Background: an optimization exercise with open tools, aiming at small area, a short achievable clock period and few clock cycles per item. Do not read the settings as production practice.
At most, simulation tests tie the RTL to the original design; equivalence was not proved.
Power and IR drop assume default switching activity.

==> flow/design.v <==
`timescale 1ns / 1ps
package lphs_pkg;
   localparam int SLOTS       = 16;
   localparam int CMD_W       = 2;
   localparam int REQ_KEY_W   = 32;
   localparam int STATUS_W    = 2;
   localparam int RSP_SLOT_W  = 4;
   localparam int RSP_COUNT_W = 5;
   localparam int MAX_W       = 5;
   localparam int CSR_ADDR_W  = 3;
   localparam int CSR_DATA_W  = 32;
   localparam logic [MAX_W-1:0] MAX_ENTRIES_RESET = MAX_W'(SLOTS * 7 / 10);
   localparam logic [CMD_W-1:0] CMD_INSERT = 2'd0;
   localparam logic [CMD_W-1:0] CMD_REMOVE = 2'd1;
   localparam logic [CMD_W-1:0] CMD_FIND   = 2'd2;
   localparam logic [STATUS_W-1:0] ST_OK        = 2'd0;
   localparam logic [STATUS_W-1:0] ST_NOT_FOUND = 2'd1;
   localparam logic [STATUS_W-1:0] ST_FULL      = 2'd2;
endpackage
`timescale 1ns / 1ps
module lphs_datapath (
   input  logic                                clock,
   input  logic                                reset,
   input  logic                                accept,
   input  logic [lphs_pkg::CMD_W-1:0]          cmd,
   input  logic [lphs_pkg::REQ_KEY_W-1:0]      key,
   input  logic [lphs_pkg::MAX_W-1:0]          max_entries,
   output logic                                res_valid,
   output logic [lphs_pkg::STATUS_W-1:0]       res_status,
   output logic [lphs_pkg::SLOTS-1:0]          res_sel,
   output logic [lphs_pkg::RSP_COUNT_W-1:0]    res_count
);
   localparam int N = lphs_pkg::SLOTS;
   logic [31:0]  key_q [N];
   logic [N-1:0] used_q, empty_q;
   logic [4:0]   count_q;
   logic         v_q, ins_q, rem_q, rf_q;
   logic [31:0]  rkey_q;
   logic [N-1:0] eq_q;
   logic         eq_k;
   logic [N-1:0] eq_in;
   assign eq_k = (key == rkey_q);
   always_comb begin
      for (int s = 0; s < N; s++) begin
         eq_in[s] = used_q[s] ? (key == key_q[s]) : eq_k;
      end
   end
   function automatic logic [N:0] below_or(input logic [N-1:0] x);
      logic [N/4-1:0] g;
      logic [N/4:0]   gp;
      for (int i = 0; i < N/4; i++) begin
         g[i] = |x[4*i +: 4];
      end
      gp[0] = 1'b0;
      for (int i = 0; i < N/4; i++) begin
         gp[i+1] = |(g & (N/4)'((1 << (i + 1)) - 1));
      end
      for (int s = 0; s < N; s++) begin
         below_or[s] = gp[s/4] | (|(x[4*(s/4) +: 4] & 4'((1 << (s % 4)) - 1)));
      end
      below_or[N] = gp[N/4];
   endfunction
   function automatic logic [N-1:0] circ_first(input logic [N-1:0] v, input logic [N-1:0] m);
      logic [N:0] p_h, p_v;
      p_h = below_or(v & m);
      p_v = below_or(v);
      for (int s = 0; s < N; s++) begin
         circ_first[s] = v[s] & (m[s] ? !p_h[s] : !(p_h[N] | p_v[s]));
      end
   endfunction
   function automatic logic [N-1:0] circ_before(input logic [N-1:0] v, input logic [N-1:0] m);
      logic [N:0] p_h, p_v;
      p_h = below_or(v & m);
      p_v = below_or(v);
      for (int s = 0; s < N; s++) begin
         circ_before[s] = m[s] ? !p_h[s] : !(p_h[N] | p_v[s]);
      end
   endfunction
   logic [N-1:0] m_in, m_q, match, first_ins, first_rf, reach, sel;
   logic         any_free, at_limit, ins_ok, hit;
   logic [4:0]   cnt_inc, cnt_dec, count_next;
   always_comb begin
      for (int s = 0; s < N; s++) begin
         m_in[s] = (4'(s) >= key[3:0]);
      end
   end
   assign match     = used_q & eq_q;
   assign first_ins = circ_first(~used_q, m_q);
   assign first_rf  = circ_first(empty_q | match, m_q);
   assign reach     = circ_before(empty_q, m_q);
   assign any_free = !(&used_q);
   assign at_limit = (count_q >= max_entries) || count_q[4];
   assign ins_ok   = ins_q && !at_limit && any_free;
   assign hit      = rf_q && |(match & reach);
   assign sel = ({N{ins_ok}} & first_ins) | ({N{rf_q}} & used_q & first_rf);
   assign cnt_inc    = count_q + 5'd1;
   assign cnt_dec    = count_q - 5'd1;
   assign count_next = ins_ok ? cnt_inc : ((rem_q && hit) ? cnt_dec : count_q);
   always_ff @(posedge clock) begin
      if (reset) begin
         v_q     <= 1'b0;
         ins_q   <= 1'b0;
         rem_q   <= 1'b0;
         rf_q    <= 1'b0;
         used_q  <= '0;
         empty_q <= '1;
         count_q <= '0;
      end else begin
         v_q     <= accept;
         ins_q   <= accept && (cmd == lphs_pkg::CMD_INSERT);
         rem_q   <= accept && (cmd == lphs_pkg::CMD_REMOVE);
         rf_q    <= accept && (cmd == lphs_pkg::CMD_REMOVE || cmd == lphs_pkg::CMD_FIND);
         count_q <= count_next;
         for (int s = 0; s < N; s++) begin
            if (ins_ok && first_ins[s]) begin
               used_q[s]  <= 1'b1;
               empty_q[s] <= 1'b0;
            end else if (rem_q && first_rf[s]) begin
               used_q[s]  <= 1'b0;
            end
         end
      end
   end
   always_ff @(posedge clock) begin
      rkey_q <= key;
      m_q    <= m_in;
      eq_q   <= eq_in;
      for (int s = 0; s < N; s++) begin
         if (!used_q[s]) begin
            key_q[s] <= rkey_q;
         end
      end
   end
   assign res_valid  = v_q;
   assign res_status = (ins_q && !ins_ok) ? lphs_pkg::ST_FULL :
                       ((ins_q || hit) ? lphs_pkg::ST_OK : lphs_pkg::ST_NOT_FOUND);
   assign res_sel    = sel;
   assign res_count  = count_next;
endmodule
`timescale 1ns / 1ps
module linear_probe_hash_set (
   input  logic                                clock,
   input  logic                                reset,
   input  logic                                req_valid,
   output logic                                req_stall,
   input  logic [lphs_pkg::CMD_W-1:0]          req_cmd,
   input  logic [lphs_pkg::REQ_KEY_W-1:0]      req_key,
   output logic                                rsp_valid,
   input  logic                                rsp_stall,
   output logic [lphs_pkg::STATUS_W-1:0]       rsp_status,
   output logic [lphs_pkg::RSP_SLOT_W-1:0]     rsp_slot,
   output logic [lphs_pkg::RSP_COUNT_W-1:0]    rsp_count,
   input  logic                                psel,
   input  logic                                penable,
   input  logic                                pwrite,
   input  logic [lphs_pkg::CSR_ADDR_W-1:0]     paddr,
   input  logic [lphs_pkg::CSR_DATA_W-1:0]     pwdata,
   output logic [lphs_pkg::CSR_DATA_W-1:0]     prdata,
   output logic                                pready
);
   localparam int RW = lphs_pkg::STATUS_W + lphs_pkg::RSP_SLOT_W + lphs_pkg::RSP_COUNT_W;
   logic [lphs_pkg::MAX_W-1:0] max_q;
   logic                       accept;
   logic                       res_valid;
   localparam int XW = lphs_pkg::STATUS_W + lphs_pkg::SLOTS + lphs_pkg::RSP_COUNT_W;
   logic [XW-1:0]              res;
   assign pready = 1'b1;
   assign prdata = paddr[2] ? '0 : lphs_pkg::CSR_DATA_W'(max_q);
   always_ff @(posedge clock) begin
      if (reset) begin
         max_q <= lphs_pkg::MAX_ENTRIES_RESET;
      end else if (psel && penable && pwrite && !paddr[2]) begin
         max_q <= pwdata[lphs_pkg::MAX_W-1:0];
      end
   end
   logic          r_v, r_move, r_v_in;
   logic [XW-1:0] r_q;
   logic [RW-1:0] r_ans;
   logic [3:0]    r_slot;
   always_comb begin
      r_slot = '0;
      for (int s = 0; s < lphs_pkg::SLOTS; s++) begin
         r_slot = r_slot | ({4{r_q[lphs_pkg::RSP_COUNT_W + s]}} & 4'(s));
      end
   end
   assign r_ans = {r_q[XW-1 -: lphs_pkg::STATUS_W], r_slot, r_q[lphs_pkg::RSP_COUNT_W-1:0]};
   logic [RW-1:0] q_q [2];
   logic [1:0]    occ_q, occ_in;
   logic [1:0]    wsel;
   logic          pop, full_q;
   logic [2:0]    occ_x;
   assign rsp_valid = occ_q[0];
   assign pop       = occ_q[0] && !rsp_stall;
   assign occ_x     = {1'b0, occ_q};
   assign {rsp_status, rsp_slot, rsp_count} = q_q[0];
   assign r_move = r_v && (!occ_q[1] || pop);
   assign r_v_in = res_valid || (r_v && !r_move);
   always_comb begin
      for (int i = 0; i < 2; i++) begin
         wsel[i] = r_move && (pop ? (occ_x[i] && !occ_x[i+1])
                                  : (!occ_x[i] && (i == 0 || occ_x[i-1])));
      end
      occ_in = occ_q;
      if (r_move && !pop) begin
         occ_in = {occ_q[0], 1'b1};
      end else if (pop && !r_move) begin
         occ_in = {1'b0, occ_q[1]};
      end
   end
   assign req_stall = full_q && rsp_stall;
   assign accept    = req_valid && !req_stall;
   always_ff @(posedge clock) begin
      if (reset) begin
         r_v    <= 1'b0;
         occ_q  <= '0;
         full_q <= 1'b0;
      end else begin
         r_v    <= r_v_in;
         occ_q  <= occ_in;
         full_q <= (occ_in[1] && (accept || r_v_in)) || (occ_in[0] && accept && r_v_in);
      end
   end
   always_ff @(posedge clock) begin
      if (res_valid) begin
         r_q <= res;
      end
      for (int i = 0; i < 2; i++) begin
         if (wsel[i]) begin
            q_q[i] <= r_ans;
         end else if (pop && i < 1) begin
            q_q[i] <= q_q[i+1];
         end
      end
   end
   lphs_datapath u_dp (
      .clock       (clock),
      .reset       (reset),
      .accept      (accept),
      .cmd         (req_cmd),
      .key         (req_key),
      .max_entries (max_q),
      .res_valid   (res_valid),
      .res_status  (res[XW-1 -: lphs_pkg::STATUS_W]),
      .res_sel     (res[lphs_pkg::RSP_COUNT_W +: lphs_pkg::SLOTS]),
      .res_count   (res[lphs_pkg::RSP_COUNT_W-1:0])
   );
endmodule
clock: 6.0 ns
lec_check: 0
abc_clock_period_in_ps: 2000
cap_margin: 20
core_margin: 2
core_utilization: 60
cts_buf_list: sky130_fd_sc_hd__clkbuf_8
cts_cluster_diameter: 60
cts_cluster_size: 16
setup_slack_margin: 3.4
slew_margin: 20
run.sh (not shown) runs the stock make flow with config.mk's settings and CLKGATE_MAP_FILE= SYNTH_SCRIPT=/design/flow/synth_recipe.tcl, a recipe that flattens the netlist after the stock synthesis.
Testbench counts at the start, summed over its fixed seeds: cycles 2,424, items 2,400.
Change:
--- a/flow/design.v
+++ b/flow/design.v
@@ -45,33 +45,30 @@
          eq_in[s] = used_q[s] ? (key == key_q[s]) : eq_k;
       end
    end
-   function automatic logic [N:0] below_or(input logic [N-1:0] x);
-      logic [N/4-1:0] g;
-      logic [N/4:0]   gp;
-      for (int i = 0; i < N/4; i++) begin
-         g[i] = |x[4*i +: 4];
-      end
-      gp[0] = 1'b0;
-      for (int i = 0; i < N/4; i++) begin
-         gp[i+1] = |(g & (N/4)'((1 << (i + 1)) - 1));
-      end
-      for (int s = 0; s < N; s++) begin
-         below_or[s] = gp[s/4] | (|(x[4*(s/4) +: 4] & 4'((1 << (s % 4)) - 1)));
-      end
-      below_or[N] = gp[N/4];
-   endfunction
    function automatic logic [N-1:0] circ_first(input logic [N-1:0] v, input logic [N-1:0] m);
-      logic [N:0] p_h, p_v;
-      p_h = below_or(v & m);
-      p_v = below_or(v);
+      logic [N-1:0] vh;
+      logic [N:0]   p_h, p_v;
+      vh     = v & m;
+      p_h[0] = 1'b0;
+      p_v[0] = 1'b0;
+      for (int s = 0; s < N; s++) begin
+         p_h[s+1] = p_h[s] | vh[s];
+         p_v[s+1] = p_v[s] | v[s];
+      end
       for (int s = 0; s < N; s++) begin
          circ_first[s] = v[s] & (m[s] ? !p_h[s] : !(p_h[N] | p_v[s]));
       end
    endfunction
    function automatic logic [N-1:0] circ_before(input logic [N-1:0] v, input logic [N-1:0] m);
-      logic [N:0] p_h, p_v;
-      p_h = below_or(v & m);
-      p_v = below_or(v);
+      logic [N-1:0] vh;
+      logic [N:0]   p_h, p_v;
+      vh     = v & m;
+      p_h[0] = 1'b0;
+      p_v[0] = 1'b0;
+      for (int s = 0; s < N; s++) begin
+         p_h[s+1] = p_h[s] | vh[s];
+         p_v[s+1] = p_v[s] | v[s];
+      end
       for (int s = 0; s < N; s++) begin
          circ_before[s] = m[s] ? !p_h[s] : !(p_h[N] | p_v[s]);
       end
@@ -207,7 +204,7 @@
          occ_in = {1'b0, occ_q[1]};
       end
    end
-   assign req_stall = full_q && rsp_stall;
+   assign req_stall = full_q && !pop;
    assign accept    = req_valid && !req_stall;
    always_ff @(posedge clock) begin
       if (reset) begin
What happened:
- sequential share of layout area shrinks by 1.1 points
- hold slack is worse by 0.010 ns
- count of clock-buffer cells in the layout goes up by 1
- via count went up by a few percent
- design area increases slightly
- non-clock buffer count rose by 29
- routed wire length went up by a few percent
- worst setup slack got worse by 0.33 ns
- power hardly moves
- critical path depth went up by 6
- clock power is lower slightly
Only the layout flow was run in the second run of this note; the RTL was not checked for function there.

re-timing with driven ports:
Ports are ideal in the flow. The routed layouts listed here were re-timed in OpenROAD.
Step 1, drivers: a clkbuf_16 drives clock and a buf_2 each remaining input, both assumed.
Step 2 moves the port delays by t, midway between the first and last clock arrival at a register: inputs arrive t later, outputs are due t later. That takes back most of the time a late clock gives input paths.
a / b / c = ideal ports / drivers / drivers and shift; a / b = the first two.
| run | t (ns) | slack for setup (ns) | worst setup path after step 2 | clock arrival spread, ns | pins driven straight from the clock port |
|---|---|---|---|---|---|
| the first run | 0.742 | 3.238 / 3.199 / 2.659 | input to register | 0.049 / 0.049 | 1 |
| the second run | 0.748 | 2.904 / 2.904 / 2.607 | input to register | 0.041 / 0.041 | 1 |
After both steps every run listed still meets setup and hold. The setup slack of the first run, which loses most, moves by -0.039 ns with the drivers and by -0.579 ns with both steps.
